This design comes from an exercise in tuning for small area on the open sky130 flow, not from production work.
In this exercise RTL edits were held to simulation tests only and were not proved equivalent to the original.
The clock port is modelled as an ideal driver; clocking choices that lean on that would not hold on a real chip.
Power figures rest on the tool's default switching activity, not on a simulated workload.

==> flow/flow/run.sh <==
#!/bin/bash
# Own layout flow: the standard ORFS flow, with two changes at clock tree synthesis.
#  - The negative-edge registers share one clock inverter at the root of the tree; ORFS's
#    repair_clock_inverters would clone that inverter next to every register instead.
#  - Clock buffers are clkbuf_8 in clusters of up to 16 sinks, without dummy loads;
#    a leaf buffer whose sinks would see too much slew is upsized (pre_cts.tcl).
set -euo pipefail
W=$(pwd)
export PRE_CTS_TCL="$W/flow/pre_cts.tcl"
export CTS_ARGS="-sink_clustering_enable -repair_clock_nets -dont_use_dummy_load -buf_list sky130_fd_sc_hd__clkbuf_8 -sink_clustering_size 16 -sink_clustering_max_diameter 60"
bash standard.sh synth > "$W/standard_synth.log" 2>&1
bash standard.sh finish > "$W/standard_finish.log" 2>&1
==> flow/flow/pre_cts.tcl <==
# Sourced by ORFS's cts.tcl before clock tree synthesis (PRE_CTS_TCL, see run.sh).

# Keep the single clock inverter at the root of the tree instead of cloning it next to
# every negative-edge register.
proc repair_clock_inverters {args} {
  puts "own flow: repair_clock_inverters skipped"
}

# After the tree is built, upsize any leaf buffer whose register clock pins would see a
# slew above clk_leaf_limit (placement-estimated parasitics) to clkbuf_16.
set clk_leaf_limit 0.105
rename clock_tree_synthesis orfs_clock_tree_synthesis
proc clock_tree_synthesis {args} {
  orfs_clock_tree_synthesis {*}$args
  estimate_parasitics -placement
  set_propagated_clock [all_clocks]
  set drivers [dict create]
  foreach p [all_registers -clock_pins -edge_triggered] {
    set w 0
    foreach rf {rise fall} {
      foreach an {min max} {
        set s [get_property $p slew_${an}_$rf]
        if {$s > $w} { set w $s }
      }
    }
    if {$w > $::clk_leaf_limit} {
      set drv [get_pins -of_objects [get_nets -of_objects $p] -filter "direction==output"]
      dict set drivers [get_full_name [get_cells -of_objects $drv]] 1
    }
  }
  set n 0
  foreach name [dict keys $drivers] {
    set inst [get_cells $name]
    if {[get_property $inst ref_name] ne "sky130_fd_sc_hd__clkbuf_16"} {
      replace_cell $inst sky130_fd_sc_hd__clkbuf_16
      incr n
    }
  }
  puts "own flow: upsized $n clock leaf buffers to clkbuf_16"
}
==> flow/standard.sh <==
#!/bin/bash
# synth_recipe.tcl (not shown) runs the flow's synth.tcl, then flattens the netlist and writes it again
# the make line also repeats each setting of config.mk as NAME=value (left out here)
make -C /OpenROAD-flow-scripts/flow DESIGN_CONFIG=/design/flow/config.mk WORK_HOME=/design/flow/orfs CLKGATE_MAP_FILE= SYNTH_SCRIPT=/design/flow/synth_recipe.tcl "${@:-finish}"
==> flow/config.mk <==
export PLATFORM = sky130hd
export DESIGN_NAME = data_mem_v2
export DESIGN_NICKNAME = data_mem_v2
export VERILOG_FILES = /design/flow/design.v
export SDC_FILE = /design/flow/constraint.sdc
export NUM_CORES = 4
export LEC_CHECK = 0
export CAP_MARGIN = 20
export CORE_MARGIN = 2
export CORE_UTILIZATION = 65
export SLEW_MARGIN = 20
export SYNTH_HIERARCHICAL = 1
export SYNTH_MINIMUM_KEEP_SIZE = 0
==> flow/constraint.sdc <==
create_clock -name core_clock -period 14.0 [get_ports {clk}]
set_input_delay 2.8000 -clock core_clock [delete_from_list [all_inputs] [get_ports {clk}]]
set_output_delay 2.8000 -clock core_clock [all_outputs]
set_load 0.01 [all_outputs]
==> flow/design.v <==
package data_mem_pkg;
    typedef enum logic {
        CLEAR = 1'b0,
        READY = 1'b1
    } state_t;
    localparam int READ_FIRST  = 0;
    localparam int WRITE_FIRST = 1;
    function automatic int ptr_width(input int depth);
        ptr_width = (depth > 1) ? $clog2(depth) : 1;
    endfunction
endpackage
module data_mem_clear_fsm
#(
    parameter int DEPTH = 96,
    parameter int PTR_W = 7
) (
    input  logic             i_clk,
    input  logic             i_rst_n,
    input  logic             i_clear_req,
    output logic [PTR_W-1:0] o_sweep_addr,
    output logic             o_busy
);
    localparam logic [PTR_W-1:0] LAST = PTR_W'(DEPTH - 1);
    logic             r_busy;
    logic [PTR_W-1:0] r_clr_ptr;
    always_ff @(negedge i_clk) begin
        if (!i_rst_n) begin
            r_busy    <= 1'b1;
            r_clr_ptr <= '0;
        end else if (r_busy) begin
            r_busy    <= (r_clr_ptr != LAST);
            r_clr_ptr <= (r_clr_ptr == LAST) ? '0 : r_clr_ptr + 1'b1;
        end else begin
            r_busy    <= i_clear_req;
            r_clr_ptr <= '0;
        end
    end
    assign o_busy       = r_busy;
    assign o_sweep_addr = r_clr_ptr;
endmodule
module data_mem_v2
#(
    parameter int                DATA_W    = 32,
    parameter int                ADDR_W    = 7,
    parameter int                DEPTH     = 96,
    parameter int                READ_MODE = data_mem_pkg::WRITE_FIRST,
    parameter logic [DATA_W-1:0] INIT_VAL  = 32'h5A5A_0F0F
) (
    input  logic                clk,
    input  logic                rst_n,
    input  logic [ADDR_W-1:0]   address,
    input  logic                write_enable,
    input  logic [DATA_W/8-1:0] byte_en,
    input  logic [DATA_W-1:0]   data_input,
    input  logic                read_enable,
    output logic [DATA_W-1:0]   data_output,
    output logic                read_valid,
    input  logic                clear_req,
    output logic                busy,
    output logic                addr_err
);
    localparam int NB = DATA_W / 8;
    localparam int NG = DEPTH / 3;
    logic [ADDR_W-1:0] w_sweep_addr;
    logic              w_busy;
    data_mem_clear_fsm #(
        .DEPTH (DEPTH),
        .PTR_W (ADDR_W)
    ) u_clear_fsm (
        .i_clk        (clk),
        .i_rst_n      (rst_n),
        .i_clear_req  (clear_req),
        .o_sweep_addr (w_sweep_addr),
        .o_busy       (w_busy)
    );
    logic              w_active;
    logic              w_in_range;
    logic              w_wr;
    logic              w_rd;
    logic [NB-1:0]     w_en;       
    logic [DATA_W-1:0] w_x;        
    assign w_active   = rst_n && !w_busy && !clear_req;
    assign w_in_range = !(address[ADDR_W-1] && address[ADDR_W-2]);    
    assign w_wr       = w_active && write_enable;
    assign w_rd       = w_active && read_enable;
    genvar gb, gj, gw, gg;
    generate
        for (gb = 0; gb < NB; gb++) begin : g_en
            assign w_en[gb] = (rst_n && w_busy) || (w_wr && byte_en[gb]);
        end
        for (gj = 0; gj < DATA_W; gj++) begin : g_x
            assign w_x[gj] = (w_busy ? INIT_VAL[gj] : data_input[gj]) || !w_en[gj/8];
        end
    endgenerate
    logic [ADDR_W-1:0] w_dec_addr;
    logic [7:0]        w_lo;
    logic [11:0]       w_hi;
    logic [DEPTH-1:0]  w_sel;
    assign w_dec_addr = w_busy ? w_sweep_addr : address;
    generate
        for (gw = 0; gw < 8; gw++) begin : g_lo
            assign w_lo[gw] = (w_dec_addr[2:0] == 3'(gw));
        end
        for (gw = 0; gw < 12; gw++) begin : g_hi
            assign w_hi[gw] = (w_dec_addr[6:3] == 4'(gw));
        end
    endgenerate
    logic [DEPTH*DATA_W-1:0] r_mem;
    generate
        for (gw = 0; gw < DEPTH; gw++) begin : g_word
            logic              w_sel_n;
            logic [NB-1:0]     w_z;
            logic [DATA_W-1:0] w_nxt;
            assign w_sel[gw] = w_lo[gw % 8] && w_hi[gw / 8];
            assign w_sel_n   = !w_sel[gw];
            for (gb = 0; gb < NB; gb++) begin : g_z
                assign w_z[gb] = w_sel[gw] && w_en[gb];
            end
            for (gj = 0; gj < DATA_W; gj++) begin : g_bit
                data_mem_hold u_hold (
                    .i_sel_n (w_sel_n),
                    .i_x     (w_x[gj]),
                    .i_q     (r_mem[gw*DATA_W+gj]),
                    .i_z     (w_z[gj/8]),
                    .o_d     (w_nxt[gj])
                );
            end
            always_ff @(negedge clk) begin
                r_mem[gw*DATA_W +: DATA_W] <= w_nxt;
            end
        end
    endgenerate
    logic [DATA_W-1:0] w_old;
    generate
        for (gj = 0; gj < DATA_W; gj++) begin : g_rd
            logic [NG-1:0] y;
            for (gg = 0; gg < NG; gg++) begin : g_grp
                data_mem_rd3 u_rd3 (
                    .i_s0 (w_sel[3*gg]),
                    .i_q0 (r_mem[(3*gg)*DATA_W+gj]),
                    .i_s1 (w_sel[3*gg+1]),
                    .i_q1 (r_mem[(3*gg+1)*DATA_W+gj]),
                    .i_s2 (w_sel[3*gg+2]),
                    .i_q2 (r_mem[(3*gg+2)*DATA_W+gj]),
                    .o_y_n(y[gg])
                );
            end
            assign w_old[gj] = !(&y);
        end
    endgenerate
    logic [DATA_W-1:0] r_data_output;
    logic              r_read_valid;
    logic              r_addr_err;
    always_ff @(negedge clk) begin
        if (!rst_n) begin
            r_data_output <= '0;
            r_read_valid  <= 1'b0;
            r_addr_err    <= 1'b0;
        end else begin
            r_read_valid <= w_rd;
            r_addr_err   <= (w_rd || w_wr) && !w_in_range;
            if (w_rd) begin
                for (int j = 0; j < DATA_W; j++) begin
                    r_data_output[j] <= (READ_MODE == data_mem_pkg::WRITE_FIRST && w_wr &&
                                         w_in_range && byte_en[j/8]) ? data_input[j] : w_old[j];
                end
            end
        end
    end
    assign data_output = r_data_output;
    assign read_valid  = r_read_valid;
    assign addr_err    = r_addr_err;
    assign busy        = w_busy;
endmodule
module data_mem_hold (
    input  logic i_sel_n,
    input  logic i_x,
    input  logic i_q,
    input  logic i_z,
    output logic o_d
);
    assign o_d = (i_sel_n || i_x) && (i_q || i_z);
endmodule
module data_mem_rd3 (
    input  logic i_s0,
    input  logic i_q0,
    input  logic i_s1,
    input  logic i_q1,
    input  logic i_s2,
    input  logic i_q2,
    output logic o_y_n
);
    assign o_y_n = !((i_s0 && i_q0) || (i_s1 && i_q1) || (i_s2 && i_q2));
endmodule
==> impl.org, run 1 <==
** Run status
- Status :: stopped before the end
- The flow stopped in 4_1_cts.
- The tool reported: "Error: cts.tcl, 36 can't read ”::clk_leaf_limit”: no such variable".

** Synthesis
- Cells after Synth :: 8407
- Register bit total from synthesis :: 3114
- The share of the Yosys chip area taken by registers is 58.78%.
- Proportion of register bits with asynchronous set or reset after synthesis :: 0%
- Cell area after technology mapping :: 106100 sq um
- Counting flops with a built-in enable in the synthesized netlist gives 0.
- Averaged over all synthesized cells, the footprint is 12.62 sq um.
- Primary flip-flop cell chosen by synthesis mapping :: dfxtp_1
- Ys Warns :: 8
- Count of distinct cell types in the synthesized netlist :: 49
- The number of nets in the synthesized netlist is 8456.

** Placement
- HPWL after detailed placement :: 263000 microns
- Input and output buffers added on the ports amount to 82.
- The congestion estimate from routability-driven global placement came to 1.049.

** Die
- Height of the chip :: 407.9 microns
- During I/O placement, the number of pins put on the boundary was 83.
- Initial cell density of the core :: 65.31%
- Width of the chip :: 407.9 microns
- Floorplan row count :: 148
modules after synthesis, one instance, submodules excluded, excerpt:
module / flip-flops and latches / cells / copies in the design
data_mem_hold: 0 / 1 / 3072
data_mem_rd3: 0 / 1 / 1024
data_mem_v2: 3106 / 4276 / 1
cells by family after synthesis:
kind of cell,synth area share (%)
DFF,58.78
xor gates and xnor gates,0.02478
and+or+nand+nor,4.485
muxes,0.03185
adders and majority gates,0.01179
AOI/OAI and AO/OA,35.86
buffers and inverters,0.8140
per-stage QoR:
| step | area (sq um) | setup WS [ps] | cells | util, % | total power [mW] |
|---|---|---|---|---|---|
| after detailed placement | 113500 | -492.3 | 11040 | 69.90 | 11.69 |
| after global placement | 113500 | -489.6 | 11040 | 69.87 | 11.65 |
| after floorplan | 106100 | 563.2 | 8407 | - | 11.30 |
worst min-delay path by stage:
stage,startpoint,endpoint,slack (ps),depth (start not counted)
floorplan,r_mem[0]$_DFF_N_,r_mem[0]$_DFF_N_,440,1
global placement,r_mem[1155]$_DFF_N_,r_mem[1155]$_DFF_N_,440,1
detailed placement,r_mem[1471]$_DFF_N_,r_mem[1471]$_DFF_N_,450,1
synth_stat cells, types with 2 or more instances:
master	instances	area (sq um)
a21oi_1	34	170.2
a21oi_2	6	52.55
a221o_1	32	320.3
a222oi_1	1024	10250
a32o_1	2	20.02
and2_1	5	31.28
buf_1	9	33.78
buf_2	36	180.2
buf_4	7	52.55
buf_6	2	22.52
clkbuf_1	27	101.4
dfxtp_1	3114	62340
inv_1	126	473.0
nand2_1	23	86.33
nand2b_1	5	31.28
nand3_1	32	160.2
nand3_4	6	105.1
nand3b_1	2	15.01
nand4_1	275	1720
nand4_2	42	525.5
nor2_1	394	1479
nor4_1	65	406.6
o21ai_0	17	85.08
o22a_1	3072	26910
o22ai_2	2	25.02
o31ai_2	3	37.54
o32ai_2	4	65.06
or3_1	18	112.6
or3b_1	2	17.52
xor2_1	2	17.52
power by group through the flow:
| stage | Clock (mW) | Sequential (mW) | Combinational, mW |
|---|---|---|---|
| after floorplan | 1.34 | 9.55 | 0.412 |
| after global placement | 1.34 | 9.58 | 0.721 |
| after detailed placement | 1.34 | 9.61 | 0.747 |
==> run 2: changes to the inputs <==
--- a/flow/flow/pre_cts.tcl
+++ b/flow/flow/pre_cts.tcl
@@ -9,5 +9,5 @@
 # After the tree is built, upsize any leaf buffer whose register clock pins would see a
 # slew above clk_leaf_limit (placement-estimated parasitics) to clkbuf_16.
-set clk_leaf_limit 0.105
+set ::clk_leaf_limit 0.105
 rename clock_tree_synthesis orfs_clock_tree_synthesis
 proc clock_tree_synthesis {args} {
==> run 2 against run 1 <==
Effect of this change: now clean on timing, DRC and antenna; synthesized cell count is the same; area after synthesis unchanged.
==> impl.org, run 2 <==
** Run status
- Status: no timing/DRC/antenna violations (was stopped before the end).

** Clock network
- TritonCTS built the clock tree.
- Clock insertion delay at the later pin of the skew report :: 1740 ps
- Number of hold-repair buffers added at the cts stage :: 0
- Number of gates resized after CTS :: 0
- After clock tree synthesis, the setup repair step added 0 buffers.
- After clock tree synthesis, the clock-pin slew on the worst setup and hold paths is 80 ps.

** Worst setup path
- Among cell families on the critical path, the largest total delay comes from buffers and inverters.
- The worst setup path is captured at a flip-flop.
- The most numerous cell type found on the critical path is buf_4.
- Slowest stage cell on the critical path :: nor4_1
- STA classifies the critical path startpoint as a primary input.
- For the worst setup path, the data arrival time is 7790 ps.
- On the worst path, the slowest cell contributes a delay of 1160 ps.
- Worst setup path category :: primary input to flip-flop
- For the worst flop-to-flop path, the logic depth is 13.
- The signal on the critical path passes through clkdlybuf4s50_1, o22ai_2, buf_4, nand3_1, inv_1, buf_4, a222oi_1, buf_4, nand4_1, nor4_1, a21oi_1, a221o_1.
- In this run the number of cells on the critical path is 12.
- Data required, critical path :: 8560 ps
- Of all nets on the critical path, the largest fanout is 16.
- Number of buffer and inverter stages on the critical path :: 5

** Die
- The starting utilization of the core area came to 65.31% (unchanged).
- Area inside the core boundary :: 162400 sq um
- The floorplan die height came to 407.9 microns (unchanged).
- Width of the chip :: 407.9 microns (unchanged)
- The die covers 166400 sq um.
- Floorplan row count :: 148 (unchanged)
- The number of top-level pins was 83 (unchanged).

** Power and ir drop
- Pwr dens :: 123.5 nW/um^2
- In this run, the clock network consumes 29.3% of the power.
- Proportion of power drawn by flip-flops and latches :: 65.2%
- The analysis attributes to cell leakage a power of 42.85 nW.
- The design draws 14.43 mW.
- Combinational logic is responsible for 5.5% of the overall power.
- Net switching is 23.84% of the power.
- VDD sags by at most 0.1298 mV.
- Reported net switching power :: 3.439 mW
- Internal Power :: 10.99 mW

** Synthesis
- The cell with the most instances after synthesis was dfxtp_1 (unchanged).
- Leading cell types by count after synthesis :: dfxtp_1 (3114), o22a_1 (3072), a222oi_1 (1024) (unchanged)
- Biggest area contributors in the synthesized netlist :: dfxtp_1 (59%), o22a_1 (25%), a222oi_1 (9.7%) (unchanged)
- The area of the mapped netlist came to 106100 sq um (unchanged).
- Mean post-synth cell area :: 12.62 sq um (unchanged)
- The multiplexer share of the synthesized area is 0.03185% (unchanged).
- The number of flops mapped to enable cells by yosys is 0 (unchanged).
- The number of warnings reported in the yosys synthesis log was 8 (unchanged).
- The proportion of synthesized flip-flops having asynchronous set or reset came to 0% (unchanged).
- The cell taking the most area after synthesis is dfxtp_1 (unchanged).
- The post-synthesis instance total came to 8407 (unchanged).
- The number of nets produced by synthesis came to 8456 (unchanged).
- Synthesized-area fraction occupied by ao, oa, aoi and oai cells :: 35.86% (unchanged)
- The proportion of netlist area held by the largest area contributor is 58.78% (unchanged).
- The area fraction in and, or, nand and nor cells after synthesis is 4.485% (unchanged).
- The adder and majority cell fraction of the synthesized area was 0.01180% (unchanged).
- Main combinational cell family by area after synthesis :: compound AO/OA/AOI/OAI gates (unchanged)
- Post-Synth XOR/XNOR Area :: 0.02477% (unchanged)
- The part of the Yosys area used for sequential elements was 58.78% (unchanged).
- The number of unique standard cell types used by synthesis was 49 (unchanged).
- Primary flip-flop cell chosen by synthesis mapping :: dfxtp_1 (unchanged)
- Register bit total from synthesis :: 3114 (unchanged)

** STA
- Hold violation total from the final report :: 0
- Adding up every negative setup slack in the final design gives 0 ps.
- Fin Hold WS :: 468.3 ps
- Setup violations remaining at the end of the flow were counted as 0.
- Setup repair after global routing left no endpoint under its margin.
- In this run the tightest slew margin relative to its limit is 13.05%.
- Actual transition at the worst max-transition pin :: 1292 ps
- Final clock skew :: 216.1 ps
- The number of pins with negative max-slew slack in the final report came to 0.

** Worst hold path
- Counting instances, the worst hold path has a depth of 1.
- Class of the tightest hold or removal check :: flip-flop to flip-flop

** Global routing
- Gr ovfl total :: 0
- The initial antenna violation count was 16.
- Largest net degree at the start of global routing :: 73
- First-pass GRT wire length :: 574200 microns
- For this run, the total global-route usage over all layers was measured as 45.01%.
- The via count of the first global-routing pass came to 86100.

** Cells and area
- Final-layout fill cell count :: 11660
- Once layout is complete, the utilization of the core stands at 71.93%.
- Relative to the synthesized area, the layout overhead comes to 10.14%.
- Leaving out fill and tap cells, the most frequent cell in the layout is dfxtp_1.
- Most flop-heavy register :: r_mem
- The top cell types in the final layout, fill and taps aside, are dfxtp_1 (3113), o22a_1 (3072), a222oi_1 (1024).
- For this run, the post-layout net count is 9153.
- The post-route netlist has 9.075% of its cells at a drive strength greater than 1.
- Biggest regs :: r_mem (3072), r_data_output (32), u_clear_fsm.r_clr_ptr (7)
- Largest register FFs :: 3072

** Detailed routing
- The first detailed-routing pass ran for 12 iterations.
- Violation count after the first detailed-routing iteration :: 18000
- Final routed DRC violation total :: 0
- After detailed routing, the average wire length per cell comes to 35.13 microns.
- Via-per-instance ratio :: 8.146
- Final WL :: 396400 microns
- Via count of the routed design :: 91920
- The count of nets left with antenna violations once routing finished came out at 0.

** Placement
- The final weighted congestion in routability-driven placement was 1.049 (unchanged).
- Number of input and output port buffers inserted :: 82 (unchanged)
- The HPWL reported at the end of detailed placement came to 263000 microns (unchanged).

** Flow run
- Max capacitance violation total :: 0
-- run 2: cell counts after synthesis --
Identical to the previous run, type by type.
-- run 2: metal layers --
layer	GRT usage, %	share of wire [%]	vias up
met3	11.67	14	1229
met2	64.97	42	6973
li1	-	-	38060
met5	0	0.037	-
met1	60.19	37	45640
met4	28.25	7.5	22
-- run 2: cell families after synthesis --
family / after synthesis
adder cells (fa/ha/maj): 1
XOR/XNOR: 3
AND/OR/NAND/NOR: 876
flip-flops: 3114
buffers and inverters: 207
multiplexers: 2
AO/OA/AOI/OAI: 4204
-- run 2: final timing paths --
kind,from,endpoint,slack (ps)
worst max-delay path,address[4],r_data_output[17]$_SDFFE_NN0P_,770
worst min-delay path,r_mem[2442]$_DFF_N_,r_mem[2442]$_DFF_N_,470
worst max register to register,u_clear_fsm.r_busy$_SDFF_NN1_,r_data_output[17]$_SDFFE_NN0P_,8260
worst min register to register,r_mem[2442]$_DFF_N_,r_mem[2442]$_DFF_N_,470
-- run 2: stage by stage --
stage          area, sq um  worst slack, ps  cells
2_1_floorplan       106100            563.2   8407
3_3_place_gp        113500           -489.6  11040
3_5_place_dp        113500           -492.3  11040
4_1_cts             116700             1195  11270
5_1_grt             116800            976.2  11280
6_report            116800            773.2  11280
-- run 2: area by class of cell --
class / instances / area [sq um] / share of cell area, %
sequential: 3114 / 62340 / 53.37
multi-input combinational: 5086 / 43310 / 37.07
timing repair buffer: 547 / 4782 / 4.094
clock buffer: 229 / 3174 / 2.717
tap: 2175 / 2721 / 2.330
inverter: 126 / 473.0 / 0.4049
antenna: 7 / 17.52 / 0.01499
-- run 2: per-module statistics from Yosys, one instance, submodules excluded, a selection --
module,copies in the design,flops+latches
data_mem_v2,1,3106
data_mem_rd3,1024,0
data_mem_hold,3072,0
-- run 2: power groups by stage --
stage	Sequential [mW]	Clock (mW)	Combinational, mW
2_1_floorplan	9.55	1.34	0.412
3_3_place_gp	9.58	1.34	0.721
3_5_place_dp	9.61	1.34	0.747
4_1_cts	9.40	4.21	0.749
5_1_grt	9.45	4.52	0.801
6_report	9.41	4.23	0.791
==> run 3: changes to the inputs <==
--- a/flow/design.v
+++ b/flow/design.v
@@ -10,33 +10,4 @@
     endfunction
 endpackage
-module data_mem_clear_fsm
-#(
-    parameter int DEPTH = 96,
-    parameter int PTR_W = 7
-) (
-    input  logic             i_clk,
-    input  logic             i_rst_n,
-    input  logic             i_clear_req,
-    output logic [PTR_W-1:0] o_sweep_addr,
-    output logic             o_busy
-);
-    localparam logic [PTR_W-1:0] LAST = PTR_W'(DEPTH - 1);
-    logic             r_busy;
-    logic [PTR_W-1:0] r_clr_ptr;
-    always_ff @(negedge i_clk) begin
-        if (!i_rst_n) begin
-            r_busy    <= 1'b1;
-            r_clr_ptr <= '0;
-        end else if (r_busy) begin
-            r_busy    <= (r_clr_ptr != LAST);
-            r_clr_ptr <= (r_clr_ptr == LAST) ? '0 : r_clr_ptr + 1'b1;
-        end else begin
-            r_busy    <= i_clear_req;
-            r_clr_ptr <= '0;
-        end
-    end
-    assign o_busy       = r_busy;
-    assign o_sweep_addr = r_clr_ptr;
-endmodule
 module data_mem_v2
 #(
@@ -62,16 +33,23 @@
     localparam int NB = DATA_W / 8;
     localparam int NG = DEPTH / 3;
+    localparam logic [ADDR_W-1:0] LAST = ADDR_W'(DEPTH - 1);
+    logic              r_busy;
+    logic [ADDR_W-1:0] r_clr_ptr;
+    always_ff @(negedge clk) begin
+        if (!rst_n) begin
+            r_busy    <= 1'b1;
+            r_clr_ptr <= '0;
+        end else if (r_busy) begin
+            r_busy    <= (r_clr_ptr != LAST);
+            r_clr_ptr <= (r_clr_ptr == LAST) ? '0 : r_clr_ptr + 1'b1;
+        end else begin
+            r_busy    <= clear_req;
+            r_clr_ptr <= '0;
+        end
+    end
     logic [ADDR_W-1:0] w_sweep_addr;
     logic              w_busy;
-    data_mem_clear_fsm #(
-        .DEPTH (DEPTH),
-        .PTR_W (ADDR_W)
-    ) u_clear_fsm (
-        .i_clk        (clk),
-        .i_rst_n      (rst_n),
-        .i_clear_req  (clear_req),
-        .o_sweep_addr (w_sweep_addr),
-        .o_busy       (w_busy)
-    );
+    assign w_sweep_addr = r_clr_ptr;
+    assign w_busy       = r_busy;
     logic              w_active;
     logic              w_in_range;
--- a/flow/flow/run.sh
+++ b/flow/flow/run.sh
@@ -5,7 +5,9 @@
 #  - Clock buffers are clkbuf_8 in clusters of up to 16 sinks, without dummy loads;
 #    a leaf buffer whose sinks would see too much slew is upsized (pre_cts.tcl).
+# Each input and output port still gets its own buffer, a buf_1 instead of ORFS's default pick.
 set -euo pipefail
 W=$(pwd)
 export PRE_CTS_TCL="$W/flow/pre_cts.tcl"
+export BUFFER_PORTS_ARGS="-buffer_cell sky130_fd_sc_hd__buf_1"
 export CTS_ARGS="-sink_clustering_enable -repair_clock_nets -dont_use_dummy_load -buf_list sky130_fd_sc_hd__clkbuf_8 -sink_clustering_size 16 -sink_clustering_max_diameter 60"
 bash standard.sh synth > "$W/standard_synth.log" 2>&1
==> run 3 against run 2 <==
Effect of this change: routed wire length rose by 1.2%; first-iteration DRC count rose by 2.1%; die area fell by 0.24%; global-route usage rose by 0.99 points; still clean on timing, DRC and antenna; clock skew fell by 170 ps; register-to-register slack improved by 360 ps; cell area fell by 1.5%.
==> impl.org, run 3 <==
** Clock network
- The hold-fix buffer count after cts came to 0 (unchanged).
- The count of cells resized by post-cts repair came to 0 (unchanged).
- The buffer count from post-CTS setup fixing is 0 (unchanged).
- The clock latency at the later pin of the worst-skew pair came to 1600 ps (was 1740 ps).
- The TritonCTS clock tree is done (unchanged).
- TritonCTS created 217 clock buffers.
- Number of clock sinks seen by CTS :: 3114
- The clock edge transition at the registers on the reported setup and hold paths was 90 ps (was 80 ps).

** Cells and area
- The register with the highest flop count is r_mem (unchanged).
- Commonest non-fill, non-tap cell in the layout :: dfxtp_1 (unchanged)
- Layout Cell Area excl Fill :: 115000 sq um (was 116800 sq um)
- The number of flip-flops under the largest register name is 3072 (unchanged).
- Biggest regs: r_mem (3072), r_data_output (32), r_clr_ptr (7) (was r_mem (3072), r_data_output (32), u_clear_fsm.r_clr_ptr (7)).
- Filler-free cell count of the finished design :: 11260 (was 11280)
- The number of inserted filler cells in the final layout came to 11750 (was 11660).
- The relative area change from synthesis to final layout was 8.725% (was 10.14%).
- Most used cells in the layout excluding fill and tap cells :: dfxtp_1 (3113), o22a_1 (3072), a222oi_1 (1024) (unchanged)
- Proportion of layout cells with a drive suffix above 1 :: 7.498% (was 9.075%)
- Area of the multi-input gates :: 43200 sq um (was 43310 sq um)
- The storage element area was 62340 sq um (unchanged).
- The final-stage net count is 9120 (was 9153).

** Synthesis
- The proportion of netlist area held by the largest area contributor was 58.92% (was 58.78%).
- Cells after Synth :: 8482 (was 8407)
- Register bit total from synthesis :: 3114 (unchanged)
- The part of the Yosys area used for sequential elements is 58.92% (was 58.78%).
- The proportion of synthesized flip-flops having asynchronous set or reset is 0% (unchanged).
- The cell with the most instances after synthesis is dfxtp_1 (unchanged).
- Biggest area contributors in the synthesized netlist: dfxtp_1 (59%), o22a_1 (25%), a222oi_1 (9.7%) (unchanged).
- The number of warnings reported in the yosys synthesis log is 7 (was 8).
- The number of flops mapped to enable cells by yosys came to 0 (unchanged).
- Mean post-synth cell area :: 12.47 sq um (was 12.62 sq um)
- The cell taking the most area after synthesis is dfxtp_1 (unchanged).
- The flip-flop cell with the highest count after synthesis is dfxtp_1 (unchanged).
- Leading cell types by count after synthesis :: dfxtp_1 (3114), o22a_1 (3072), a222oi_1 (1024) (unchanged)
- Cell area after technology mapping :: 105800 sq um (was 106100 sq um)
- Count of distinct cell types in the synthesized netlist :: 39 (was 49)
- The number of nets produced by synthesis was 8531 (was 8456).

** Die
- The number of top-level pins is 83 (unchanged).
- The floorplan die height is 407.5 microns (was 407.9 microns).
- The cell row count came to 148 (unchanged).
- Initial cell density of the core :: 65.22% (was 65.31%)
- Die area :: 166000 sq um (was 166400 sq um)
- The width of the die came to 407.5 microns (was 407.9 microns).
- The area of the core region is 162200 sq um (was 162400 sq um).

** Placement
- The HPWL reported at the end of detailed placement is 263000 microns (about the same).
- The total cell area at the placement stage came to 111900 sq um (was 113500 sq um).
- The number of placed cells counting well taps was 11020 (was 11040).
- The final weighted congestion in routability-driven placement was 1.047 (was 1.049).
- The count of port buffers added during placement is 82 (unchanged).

** Worst setup path
- Worst setup path category :: primary input to flip-flop (unchanged)
- The critical path data required time was 8500 ps (was 8560 ps).
- The signal arrival time at the worst endpoint is 7660 ps (was 7790 ps).
- The element type at the critical path start was a primary input (unchanged).
- Crit-path most repeated cell :: nand2_1 (was buf_4)
- The largest incremental delay on the critical path came to 1210 ps (was 1160 ps).
- Largest fanout of any net on the critical path :: 20 (was 16)
- Crit. End Element :: flip-flop (unchanged)
- Sequence of cells on the critical path :: buf_1, or3b_2, nand2_1, nand3_1, inv_1, buf_4, a222oi_1, nand4_1, nor4_1, nand2_1, a22o_1 (was clkdlybuf4s50_1, o22ai_2, buf_4, nand3_1, inv_1, buf_4, a222oi_1, buf_4, nand4_1, nor4_1, a21oi_1, a221o_1)
- The cell with the biggest individual delay on the critical path is nor4_1 (unchanged).

** Detailed routing
- The via density per instance was 8.186 (was 8.146).
- Violation count after the first detailed-routing iteration :: 18370 (was 18000)
- The final routed DRC violation total is 0 (unchanged).
- The via count was 92150 (was 91920).
- Router iterations before antenna repair :: 11 (was 12)
- Final WL :: 401100 microns (was 396400 microns)
- Average wire per standard cell :: 35.63 microns (was 35.13 microns)
- Residual antenna-violating net count after detailed routing :: 0 (unchanged)

** STA
- Unrepaired setup endpoints after global routing: no (unchanged).
- The worst relative slew slack was 11.58% (was 13.05%).
- The clock skew after layout is 50.84 ps (was 216.1 ps).
- Hold violation total from the final report :: 0 (unchanged)
- Actual transition at the worst max-transition pin :: 1314 ps (was 1292 ps)
- The setup violation total in the final timing report was 0 (unchanged).
- Final Max Tran Viols :: 0 (unchanged)

** Run status
- Status :: no timing/DRC/antenna violations (unchanged)

** Global routing
- Global-route total usage across every layer :: 46.00% (was 45.01%)
- The first-pass GRT wire length was 580000 microns (was 574200 microns).
- The initial antenna violation count came to 28 (was 16).
- Largest net degree at the start of global routing :: 97 (was 73)
- Number of global-route vias before repair :: 86290 (was 86100)
- The total overflow reported by the global router was 0 (unchanged).

** Power and ir drop
- The worst-case vdd ir drop is 0.1372 mV (was 0.1298 mV).
- Total leakage power :: 41.53 nW (was 42.85 nW)
- Pwr dens :: 123.3 nW/um^2 (was 123.5 nW/um^2)

** Flow run
- The max capacitance violation total came to 0 (unchanged).

** Worst hold path
- The class of the worst hold path is flip-flop to flip-flop (unchanged).
[run 3: layer usage]
layer	wire [microns]	track usage, %	vias up
met5	318	0	-
met4	34490	32.98	44
met1	145900	59.72	45670
met2	164900	65.58	7042
li1	-	-	38020
met3	55520	13.35	1375
[run 3: kinds of logic after synthesis]
family          count (synthesis)  share of synthesized area [%]
buf+inv                       200                         0.7344
compound gates               4206                          35.85
flops                        3114                          58.92
fa+ha+maj                       1                        0.01182
xor+xnor                        3                        0.02484
simple gates                  955                          4.430
mux                             3                        0.02956
[run 3: cell type report]
type / count / area share (%)
repair buffers: 452 / 2.870
well taps: 2175 / 2.366
multi-input cells: 5168 / 37.56
clock buffers: 217 / 2.596
flip-flops and latches: 3114 / 54.20
diodes: 13 / 0.02828
inverters: 118 / 0.3850
[run 3: worst paths after layout]
check,startpoint,end,slack [ps],depth (start not counted)
hold / removal,r_mem[2256]$_DFF_N_,r_mem[2256]$_DFF_N_,470,1
setup reg to reg,r_busy$_SDFF_NN1_,r_data_output[11]$_SDFFE_NN0P_,8620,10
hold reg to reg,r_mem[2256]$_DFF_N_,r_mem[2256]$_DFF_N_,470,1
setup / recovery,address[5],r_data_output[11]$_SDFFE_NN0P_,840,11
[run 3: where the power goes]
part	internal (mW)	total [mW]	switching, mW	leakage (nW)
clock network	1.38	4.12	2.73	1.57
logic	0.284	0.683	0.398	14.7
registers	9.18	9.39	0.212	25.2
[run 3: modules after synthesis, one instance, submodules excluded]
| module | flops+latches | cells inside |
|---|---|---|
| data_mem_hold | 0 | 1 |
| data_mem_rd3 | 0 | 1 |
| data_mem_v2 | 3114 | 4386 |
[run 3: worst max-delay path: cells and delay by family]
family | cells | cell delay (ps)
AND/OR/NAND/NOR | 6 | 3180
AO/OA/AOI/OAI | 2 | 650
buffers and inverters | 3 | 1000
[run 3: per-stage QoR]
| step | util, % | worst slack [ps] | TNS (ps) | power, mW | hold slack [ps] |
|---|---|---|---|---|---|
| after global routing | 70.90 | 1027 | 0 | 14.53 | 480.6 |
| final | 70.91 | 837.1 | 0 | 14.19 | 468.2 |
| after global placement | 68.92 | -722.8 | -5938 | 11.54 | 441.5 |
| after floorplan | - | 551.1 | 0 | 11.23 | 435.3 |
| after CTS | 70.84 | 1528 | 0 | 14.13 | 466.0 |
| after detailed placement | 69.00 | -284.7 | -2519 | 11.56 | 449.2 |
